Background: an optimization exercise with open tools, aiming at small area, a short achievable clock period and few clock cycles. Do not read the settings as production practice. At most, simulation tests tie the RTL to the original design; equivalence was not proved. Power figures rest on the tool's default switching activity, not on a simulated workload.

==> inputs of run a <==
// udp_send_top
module udp_send_top #(
    parameter logic [15:0] SRC_PORT  = 16'h1234,
    parameter logic [7:0]  IP_TTL    = 8'h40,
    parameter int          BUF_WORDS = 128
) (
    input  logic        clk,
    input  logic        reset,
    input  logic [31:0] local_IP_in,
    input  logic [47:0] local_MAC_in,
    input  logic [31:0] remote_ip_addr_in,
    input  logic [47:0] remote_mac_addr_in,
    input  logic        arp_reply_in,
    output logic        arp_reply_ack_out,
    input  logic        udp_from_app_valid,
    input  logic [31:0] udp_from_app_data,
    input  logic [3:0]  udp_from_app_keep,
    input  logic        udp_from_app_last,
    output logic        udp_to_app_ready,
    input  logic [31:0] dest_ip_addr,
    input  logic [15:0] dest_port,
    input  logic [15:0] data_from_app_length,
    input  logic [7:0]  tcp_ctrl_type,
    output logic [7:0]  axis_tdata_out,
    output logic        axis_tvalid_out,
    output logic        axis_tlast_out,
    input  logic        axis_tready_in
);
==> flow/config.mk <==
export PLATFORM = sky130hd
export DESIGN_NAME = udp_send_top
export DESIGN_NICKNAME = udp_send_top
export VERILOG_FILES = /design/flow/design.v
export SDC_FILE = /design/flow/constraint.sdc
export NUM_CORES = 4
export LEC_CHECK = 0
export CAP_MARGIN = 20
export CORE_MARGIN = 2
export CORE_UTILIZATION = 40
export CTS_BUF_LIST = sky130_fd_sc_hd__clkbuf_8
export SLEW_MARGIN = 20
==> flow/constraint.sdc <==
create_clock -name core_clock -period 11.0 [get_ports {clk}]
set_input_delay 2.2000 -clock core_clock [delete_from_list [all_inputs] [get_ports {clk}]]
set_output_delay 2.2000 -clock core_clock [all_outputs]
set_load 0.01 [all_outputs]
run.sh (not shown) runs the stock make flow with config.mk's settings and CLKGATE_MAP_FILE= SYNTH_SCRIPT=/design/flow/synth_recipe.tcl, a recipe that flattens the netlist after the stock synthesis.
==> inputs of run b, as changes to run a <==
- CORE_UTILIZATION: 40 -> 60
- CTS_BUF_LIST: sky130_fd_sc_hd__clkbuf_8 -> sky130_fd_sc_hd__clkbuf_4 sky130_fd_sc_hd__clkbuf_8
==> comparison <==
Of run a and run b, run a has the higher combinational power (gap about 2%, measured against run b). Run b completed without violations. Run a finished with timing, DRC and antenna clean. Sequential share of layout area: run a is lower than run b (0.15 points). In sequential power, run a and run b hardly differ. Against run a, the first-iteration DRC count of run b is smaller by 7.7%. Against run b, the clock skew of run a is higher by 17 ps. Against run b, the utilization of run a is lower by 23 points. Synthesized cell count is the same in run a and run b.
No run of this note included a check of the RTL's function; only the layout flow was run.


==> inputs of trial 71 <==
==> flow/design.v <==
module udp_send_top #(
    parameter logic [15:0] SRC_PORT  = 16'h1234,
    parameter logic [7:0]  IP_TTL    = 8'h40,
    parameter int          BUF_WORDS = 128
) (
    input  logic        clk,
    input  logic        reset,
    input  logic [31:0] local_IP_in,
    input  logic [47:0] local_MAC_in,
    input  logic [31:0] remote_ip_addr_in,
    input  logic [47:0] remote_mac_addr_in,
    input  logic        arp_reply_in,
    output logic        arp_reply_ack_out,
    input  logic        udp_from_app_valid,
    input  logic [31:0] udp_from_app_data,
    input  logic [3:0]  udp_from_app_keep,
    input  logic        udp_from_app_last,
    output logic        udp_to_app_ready,
    input  logic [31:0] dest_ip_addr,
    input  logic [15:0] dest_port,
    input  logic [15:0] data_from_app_length,
    input  logic [7:0]  tcp_ctrl_type,
    output logic [7:0]  axis_tdata_out,
    output logic        axis_tvalid_out,
    output logic        axis_tlast_out,
    input  logic        axis_tready_in
);
    localparam int R   = 128;       
    localparam int QR  = 8;         
    localparam int QW  = 32;        
    localparam int NWT = R / QW;    
    localparam int EQ  = 4;         
    localparam logic [16:0] CS0   = 17'h4500 + 17'h4000 + 17'({IP_TTL, 8'h11});
    localparam logic [15:0] CSUM0 = CS0[15:0] + 16'(CS0[16]);
    logic        ack_q, arp_valid_q, hit_q;
    logic [31:0] arp_ip_q;
    logic [47:0] arp_mac_q;
    logic        arp_take;
    assign arp_take = arp_reply_in && !ack_q;
    always_ff @(posedge clk or posedge reset) begin
        if (reset) begin
            ack_q       <= 1'b0;
            arp_valid_q <= 1'b0;
        end else begin
            ack_q <= arp_take;
            if (arp_take) arp_valid_q <= 1'b1;
        end
    end
    always_ff @(posedge clk) begin
        if (arp_take) begin
            arp_ip_q  <= remote_ip_addr_in;
            arp_mac_q <= remote_mac_addr_in;
        end
        hit_q <= arp_valid_q && (arp_ip_q == dest_ip_addr);
    end
    logic [31:0] ring [R];
    logic [NWT-1:0] wsel_q;         
    always_ff @(posedge clk) begin
        for (int p = 0; p < R; p++) begin
            if (p % QW == 0 && wsel_q[p / QW]) ring[p] <= udp_from_app_data;
            else                              ring[p] <= ring[(p + R - 1) % R];
        end
    end
    logic        ready_q, wc127_q;
    logic [6:0]  npos_q, npos_d, npos1;
    logic [7:0]  occ_q, occ_d, occ_b, occ_b1;
    logic [6:0]  wc_q;
    logic [1:0]  nst_q, nst_d, nst_nf;   
    logic        acc, fin_part, fin, ready_d, ra, rn;
    logic [NWT-1:0] wsel_a, wsel_n;
    logic [47:0] n_dmac, n_lmac;
    logic [31:0] n_lip, n_dip;
    logic [15:0] n_dport, n_dlen;
    logic [6:0]  n_nm1;
    logic [9:0]  n_L;
    logic        fetch, load, skip_now;
    assign load = load_q;              
    logic [7:0]  fleft_q, rsub;
    assign acc      = udp_from_app_valid && ready_q;
    assign fin_part = udp_from_app_last || wc127_q;
    assign fin      = acc && fin_part;
    always_comb begin
        rsub    = fetch ? 8'd1 : (skip_now ? fleft_q : 8'd0);
        occ_b   = occ_q - rsub;
        occ_b1  = occ_b + 8'd1;
        npos1   = npos_q + 7'd1;
        nst_nf  = (nst_q == 2'd1) ? 2'd2 : (load ? 2'd0 : nst_q);
        ra      = (npos_q % 7'(QW) == 7'd0) && !occ_b1[7] && nst_nf == 2'd0;
        rn      = (npos1 % 7'(QW) == 7'd0) && !occ_b[7] && nst_nf == 2'd0;
        for (int k = 0; k < NWT; k++) begin
            wsel_a[k] = ra && (npos_q / 7'(QW) == 7'(k));
            wsel_n[k] = rn && (npos1 / 7'(QW) == 7'(k));
        end
        npos_d  = acc ? npos_q : npos1;
        occ_d   = acc ? occ_b1 : occ_b;
        nst_d   = fin ? 2'd1 : nst_nf;
        ready_d = acc ? (!fin_part && ra) : rn;
    end
    always_ff @(posedge clk or posedge reset) begin
        if (reset) begin
            ready_q <= 1'b0;
            npos_q  <= 7'(R - 1);
            occ_q   <= '0;
            wc_q    <= '0;
            wc127_q <= 1'b0;
            nst_q   <= '0;
            wsel_q  <= '0;
        end else begin
            ready_q <= ready_d;
            npos_q  <= npos_d;
            occ_q   <= occ_d;
            nst_q   <= nst_d;
            if (acc) begin
                wc_q    <= fin_part ? 7'd0 : wc_q + 7'd1;
                wc127_q <= !fin_part && wc_q == 7'd126;
            end
            wsel_q  <= acc ? (fin_part ? '0 : wsel_a) : wsel_n;
        end
    end
    always_ff @(posedge clk) begin
        if (nst_q == 2'd0) begin
            n_lmac  <= local_MAC_in;
            n_lip   <= local_IP_in;
            n_dip   <= dest_ip_addr;
            n_dport <= dest_port;
            n_dlen  <= data_from_app_length;
            n_nm1   <= wc_q;
        end
        if (nst_q == 2'd0)              n_dmac <= arp_mac_q;
        else if (nst_q == 2'd1 && !hit_q) n_dmac <= '1;
        if (nst_q == 2'd1) begin
            n_L <= (n_dlen < 16'({n_nm1 + 8'd1, 2'b00})) ? n_dlen[9:0] : 10'({n_nm1 + 8'd1, 2'b00});
        end
    end
    logic        active_q, hv_q, in_hdr_q, is_last_q, fok_q, load_q;
    logic        hv_d, in_hdr_d;
    logic [9:0]  bc_q;              
    logic [47:0] c_dmac, c_lmac;
    logic [31:0] c_lip, c_dip;
    logic [15:0] c_dport;
    logic [9:0]  c_tot, c_udp, c_lastm1, a_lastm1;
    logic [6:0]  c_nm1;
    logic [10:0] brem_q;            
    logic        bpos_q;            
    logic [6:0]  rpos_q, rpos_d;    
    logic [R/QR-1:0] rsel_q;        
    logic [7:0]  id_lo, id_hi;
    logic        idc_q;
    logic [8:0]  cs_lo, cs_hi;      
    logic [3:0]  cs_q;
    logic [31:0] q [EQ];
    logic [1:0]  qr_q, qw_q;
    logic [2:0]  qc_q, qc_d;
    logic        tvalid_q, tlast_q;
    logic [7:0]  tdata_q;
    logic        adv, have, take, pop, done, start, active_d;
    logic [1:0]  bsel;
    logic [7:0]  hb, pb;
    logic [31:0] rdata, qword;
    logic [15:0] cterm;
    always_comb begin
        adv      = !tvalid_q || axis_tready_in;
        have     = active_q && (in_hdr_q || qc_q != 3'd0);
        take     = adv && have;
        bsel     = {~bc_q[1], bc_q[0]};
        pop      = take && !in_hdr_q && (bsel == 2'd3 || is_last_q);
        done     = take && is_last_q;
        start    = hv_q && (!active_q || done);
        active_d = start || (active_q && !done);
        hv_d     = load || (hv_q && !start);
        in_hdr_d = start || (in_hdr_q && !(take && bc_q == 10'd41));
        skip_now = fleft_q != 8'd0 && !bpos_q && active_q;
        fetch    = fok_q && rpos_q % 7'(QR) == 7'd0;
        qc_d     = qc_q + 3'(fetch) - 3'(pop);
        rdata    = '0;
        for (int j = 0; j < R / QR; j++) rdata |= rsel_q[j] ? ring[j * QR] : 32'd0;
        rpos_d   = rpos_q + 7'd1 - 7'(rsub);
        qword    = q[qr_q];
        pb       = qword[8 * (3 - bsel) +: 8];
        case (bc_q[5:0])
            6'd0:  hb = c_dmac[47:40];
            6'd1:  hb = c_dmac[39:32];
            6'd2:  hb = c_dmac[31:24];
            6'd3:  hb = c_dmac[23:16];
            6'd4:  hb = c_dmac[15:8];
            6'd5:  hb = c_dmac[7:0];
            6'd6:  hb = c_lmac[47:40];
            6'd7:  hb = c_lmac[39:32];
            6'd8:  hb = c_lmac[31:24];
            6'd9:  hb = c_lmac[23:16];
            6'd10: hb = c_lmac[15:8];
            6'd11: hb = c_lmac[7:0];
            6'd12: hb = 8'h08;
            6'd13: hb = 8'h00;
            6'd14: hb = 8'h45;
            6'd15: hb = 8'h00;
            6'd16: hb = 8'(c_tot[9:8]);
            6'd17: hb = c_tot[7:0];
            6'd18: hb = id_hi;
            6'd19: hb = id_lo;
            6'd20: hb = 8'h40;
            6'd21: hb = 8'h00;
            6'd22: hb = IP_TTL;
            6'd23: hb = 8'h11;
            6'd24: hb = ~cs_hi[7:0];
            6'd25: hb = ~cs_lo[7:0];
            6'd26: hb = c_lip[31:24];
            6'd27: hb = c_lip[23:16];
            6'd28: hb = c_lip[15:8];
            6'd29: hb = c_lip[7:0];
            6'd30: hb = c_dip[31:24];
            6'd31: hb = c_dip[23:16];
            6'd32: hb = c_dip[15:8];
            6'd33: hb = c_dip[7:0];
            6'd34: hb = SRC_PORT[15:8];
            6'd35: hb = SRC_PORT[7:0];
            6'd36: hb = c_dport[15:8];
            6'd37: hb = c_dport[7:0];
            6'd38: hb = 8'(c_udp[9:8]);
            6'd39: hb = c_udp[7:0];
            default: hb = 8'h00;
        endcase
        case (cs_q)
            4'd1:    cterm = 16'(c_tot);
            4'd2:    cterm = {id_hi, id_lo};
            4'd3:    cterm = c_lip[31:16];
            4'd4:    cterm = c_lip[15:0];
            4'd5:    cterm = c_dip[31:16];
            4'd6:    cterm = c_dip[15:0];
            default: cterm = 16'd0;
        endcase
    end
    always_ff @(posedge clk or posedge reset) begin
        if (reset) begin
            active_q  <= 1'b0;
            hv_q      <= 1'b0;
            in_hdr_q  <= 1'b0;
            is_last_q <= 1'b0;
            fok_q     <= 1'b0;
            load_q    <= 1'b0;
            bc_q      <= '0;
            fleft_q   <= '0;
            brem_q    <= '0;
            bpos_q    <= 1'b0;
            rpos_q    <= 7'(R - 2);
            rsel_q    <= (R/QR)'(1) << ((R - 2) / QR);
            id_lo     <= '1;
            id_hi     <= '1;
            idc_q     <= 1'b0;
            cs_q      <= '0;
            qr_q      <= '0;
            qw_q      <= '0;
            qc_q      <= '0;
            tvalid_q  <= 1'b0;
        end else begin
            active_q <= active_d;
            if (start) begin
                bc_q      <= '0;
                is_last_q <= 1'b0;
            end else if (take) begin
                bc_q      <= bc_q + 10'd1;
                is_last_q <= bc_q == a_lastm1;
            end
            hv_q     <= hv_d;
            in_hdr_q <= in_hdr_d;
            load_q   <= nst_d == 2'd2 && !hv_d && (!active_d || !in_hdr_d);
            if (load) begin
                id_lo <= id_lo + 8'd1;
                idc_q <= id_lo == 8'hff;
            end else begin
                idc_q <= 1'b0;
            end
            if (idc_q) id_hi <= id_hi + 8'd1;
            if (start) begin
                fleft_q <= 8'({1'b0, c_nm1} + 8'd1);
                brem_q  <= 11'(c_udp);
                bpos_q  <= c_udp > 10'd8;
            end else if (fetch) begin
                fleft_q <= fleft_q - 8'd1;
                brem_q  <= brem_q - 11'd4;
                bpos_q  <= brem_q > 11'd12;
            end else if (skip_now) begin
                fleft_q <= '0;
            end
            fok_q  <= active_d && (start ? c_udp > 10'd8 : fetch ? brem_q > 11'd12 : bpos_q)
                      && (qc_q + 3'(fetch) < 3'(EQ));
            rpos_q <= rpos_d;
            for (int j = 0; j < R / QR; j++) rsel_q[j] <= rpos_d / 7'(QR) == 7'(j);
            if (fetch) qw_q <= qw_q + 2'd1;
            if (pop)   qr_q <= qr_q + 2'd1;
            qc_q <= qc_d;
            if (load) cs_q <= 4'd1;
            else if (cs_q != 4'd0 && cs_q != 4'd12) cs_q <= cs_q + 4'd1;
            if (adv) tvalid_q <= have;
        end
    end
    always_ff @(posedge clk or posedge reset) begin
        if (reset) begin
            tdata_q <= '0;
            tlast_q <= 1'b0;
        end else if (take) begin
            tdata_q <= in_hdr_q ? hb : pb;
            tlast_q <= is_last_q;
        end
    end
    always_ff @(posedge clk) begin
        if (load) begin
            c_dmac   <= n_dmac;
            c_lmac   <= n_lmac;
            c_lip    <= n_lip;
            c_dip    <= n_dip;
            c_dport  <= n_dport;
            c_nm1    <= n_nm1;
            c_tot    <= n_L + 10'd28;
            c_udp    <= n_L + 10'd8;
            c_lastm1 <= n_L + 10'd40;
            cs_lo    <= {1'b0, CSUM0[7:0]};
            cs_hi    <= {1'b0, CSUM0[15:8]};
        end else if (cs_q != 4'd0) begin
            cs_lo <= 9'(cs_lo[7:0]) + 9'(cterm[7:0]) + 9'(cs_hi[8]);
            cs_hi <= 9'(cs_hi[7:0]) + 9'(cterm[15:8]) + 9'(cs_lo[8]);
        end
        if (start) a_lastm1 <= c_lastm1;
        if (fetch) q[qw_q] <= rdata;
    end
    logic unused;
    assign unused            = ^{tcp_ctrl_type, udp_from_app_keep, BUF_WORDS};
    assign udp_to_app_ready  = ready_q;
    assign arp_reply_ack_out = ack_q;
    assign axis_tdata_out    = tdata_q;
    assign axis_tvalid_out   = tvalid_q;
    assign axis_tlast_out    = tlast_q;
endmodule
==> flow/flow/run.sh <==
#!/bin/bash
# Own layout flow: the standard ORFS flow (standard.sh), with ORFS's timing
# repair asked to leave extra setup slack (SETUP_SLACK_MARGIN), so that gates on
# long paths get sized up and the achieved clock period is shorter. The clock
# period and I/O constraints are the standard flow's own (constraint.sdc is not touched).
set -euo pipefail
export SETUP_SLACK_MARGIN=7.6
bash standard.sh > standard_flow.log 2>&1
==> flow/standard.sh <==
#!/bin/bash
# synth_recipe.tcl (not shown) runs the flow's synth.tcl, then flattens the netlist and writes it again
# the make line also repeats each setting of config.mk as NAME=value (left out here)
make -C /OpenROAD-flow-scripts/flow DESIGN_CONFIG=/design/flow/config.mk WORK_HOME=/design/flow/orfs CLKGATE_MAP_FILE= SYNTH_SCRIPT=/design/flow/synth_recipe.tcl "${@:-finish}"
==> flow/config.mk <==
export PLATFORM = sky130hd
export DESIGN_NAME = udp_send_top
export DESIGN_NICKNAME = udp_send_top
export VERILOG_FILES = /design/flow/design.v
export SDC_FILE = /design/flow/constraint.sdc
export NUM_CORES = 4
export LEC_CHECK = 0
export CAP_MARGIN = 20
export CORE_MARGIN = 2
export CORE_UTILIZATION = 40
export SLEW_MARGIN = 20
==> flow/constraint.sdc <==
create_clock -name core_clock -period 11.0 [get_ports {clk}]
set_input_delay 2.2000 -clock core_clock [delete_from_list [all_inputs] [get_ports {clk}]]
set_output_delay 2.2000 -clock core_clock [all_outputs]
set_load 0.01 [all_outputs]
==> inputs of build 76, as changes to trial 71 <==
--- a/flow/design.v
+++ b/flow/design.v
@@ -295,13 +295,4 @@
         end
     end
-    always_ff @(posedge clk or posedge reset) begin
-        if (reset) begin
-            tdata_q <= '0;
-            tlast_q <= 1'b0;
-        end else if (take) begin
-            tdata_q <= in_hdr_q ? hb : pb;
-            tlast_q <= is_last_q;
-        end
-    end
     always_ff @(posedge clk) begin
         if (load) begin
@@ -323,4 +314,8 @@
         if (start) a_lastm1 <= c_lastm1;
         if (fetch) q[qw_q] <= rdata;
+        if (take) begin
+            tdata_q <= in_hdr_q ? hb : pb;
+            tlast_q <= is_last_q;
+        end
     end
     logic unused;
--- a/flow/flow/run.sh
+++ b/flow/flow/run.sh
@@ -5,4 +5,4 @@
 # period and I/O constraints are the standard flow's own (constraint.sdc is not touched).
 set -euo pipefail
-export SETUP_SLACK_MARGIN=7.6
+export SETUP_SLACK_MARGIN=7
 bash standard.sh > standard_flow.log 2>&1
- CTS_BUF_LIST: not set -> sky130_fd_sc_hd__clkbuf_8
==> comparison table <==
item                                                                       build 76     trial 71
Result of the run                                  no timing/DRC/antenna violations  no timing/DRC/antenna violations
Register area share after synthesis                                           0.885        0.885
Sequential portion of the cell area                                           0.750        0.741
Synthesized netlist net count                                                  7084         7062
Mean Syn Cell Area                                                        17.6 um^2    17.6 um^2
Deepest level of the CTS H-tree                                                   6            5
Clock latency at the later pin of the worst-skew pair                       1.16 ns      0.92 ns
Power Dens Cells                                                        242 mW/mm^2  271 mW/mm^2
Largest net degree at the start of global routing                                83           86
Multi-input logic cell count                                                   1610         1599
Compound-cell area share of the yosys netlist                                0.0373       0.0389
Met2 wire len                                                             106000 um    104000 um
Fill cell count                                                               24700        24100
Total Routing Usage GR                                                        0.154        0.154
Height of the chip                                                           548 um       548 um
P_leak                                                                      55.3 nW      54.5 nW
Global-route wire length before repair                                    347000 um    346000 um
Share of cells above drive strength 1                                         0.160        0.149
Count of routing violations after the opening detailed-route iteration         3514         3901
Placed cell count                                                             10800        10800
Sequential cell power                                                       18.4 mW      19.6 mW
Initial antenna violation count                                                  28           23
Worst reg-to-reg setup slack                                                7.16 ns      7.65 ns
Clock Power                                                                 13.6 mW      15.3 mW
Multi-input logic portion of the cell area                                   0.0913       0.0929
Achievable clock frequency                                                  250 MHz      269 MHz
Testbench counts of trial 71, summed over its fixed seeds: cycles 36,367.
Testbench counts of build 76, summed over its fixed seeds: cycles 36,367.

[static timing again, ports no longer ideal]
The results above use ideal ports. As a check the final layouts listed here were re-extracted and re-timed, cells and wires unchanged. Step 1: set_driving_cell puts a clkbuf_16 on clk and a buf_2 on each other input, an assumption about the parent block. Step 2 adds t to the input delays and takes it off the output delays; t is the mean of the earliest and latest rising clock arrival at the registers after step 1. Input paths then give back, and output paths get back, about the clock's delay inside the block. a / b / c = ideal / step 1 / step 2; a / b = the first two.
run | t, ns | slack for setup (ns) | hold WS [ns] | worst register clock-pin slew, ns | worst data-port slew with drivers (ns)
run a | 1.073 | 6.043 / 6.043 / 5.088 | 0.283 / 0.283 / 0.283 | 0.07 / 0.07 | 0.22
run b | 1.124 | 6.064 / 6.064 / 5.059 | 0.282 / 0.282 / 0.282 | 0.07 / 0.07 | 0.14
trial 71 | 0.974 | 7.285 / 7.194 / 6.718 | 0.270 / 0.270 / 0.270 | 0.07 / 0.07 | 0.19
build 76 | 1.220 | 7.001 / 6.905 / 6.080 | 0.266 / 0.266 / 0.266 | 0.07 / 0.07 | 0.20
After both steps setup and hold are still met in every run listed. For run b, which loses most, drivers alone change the setup slack by 0.000 ns; drivers and shift together by -1.005 ns.
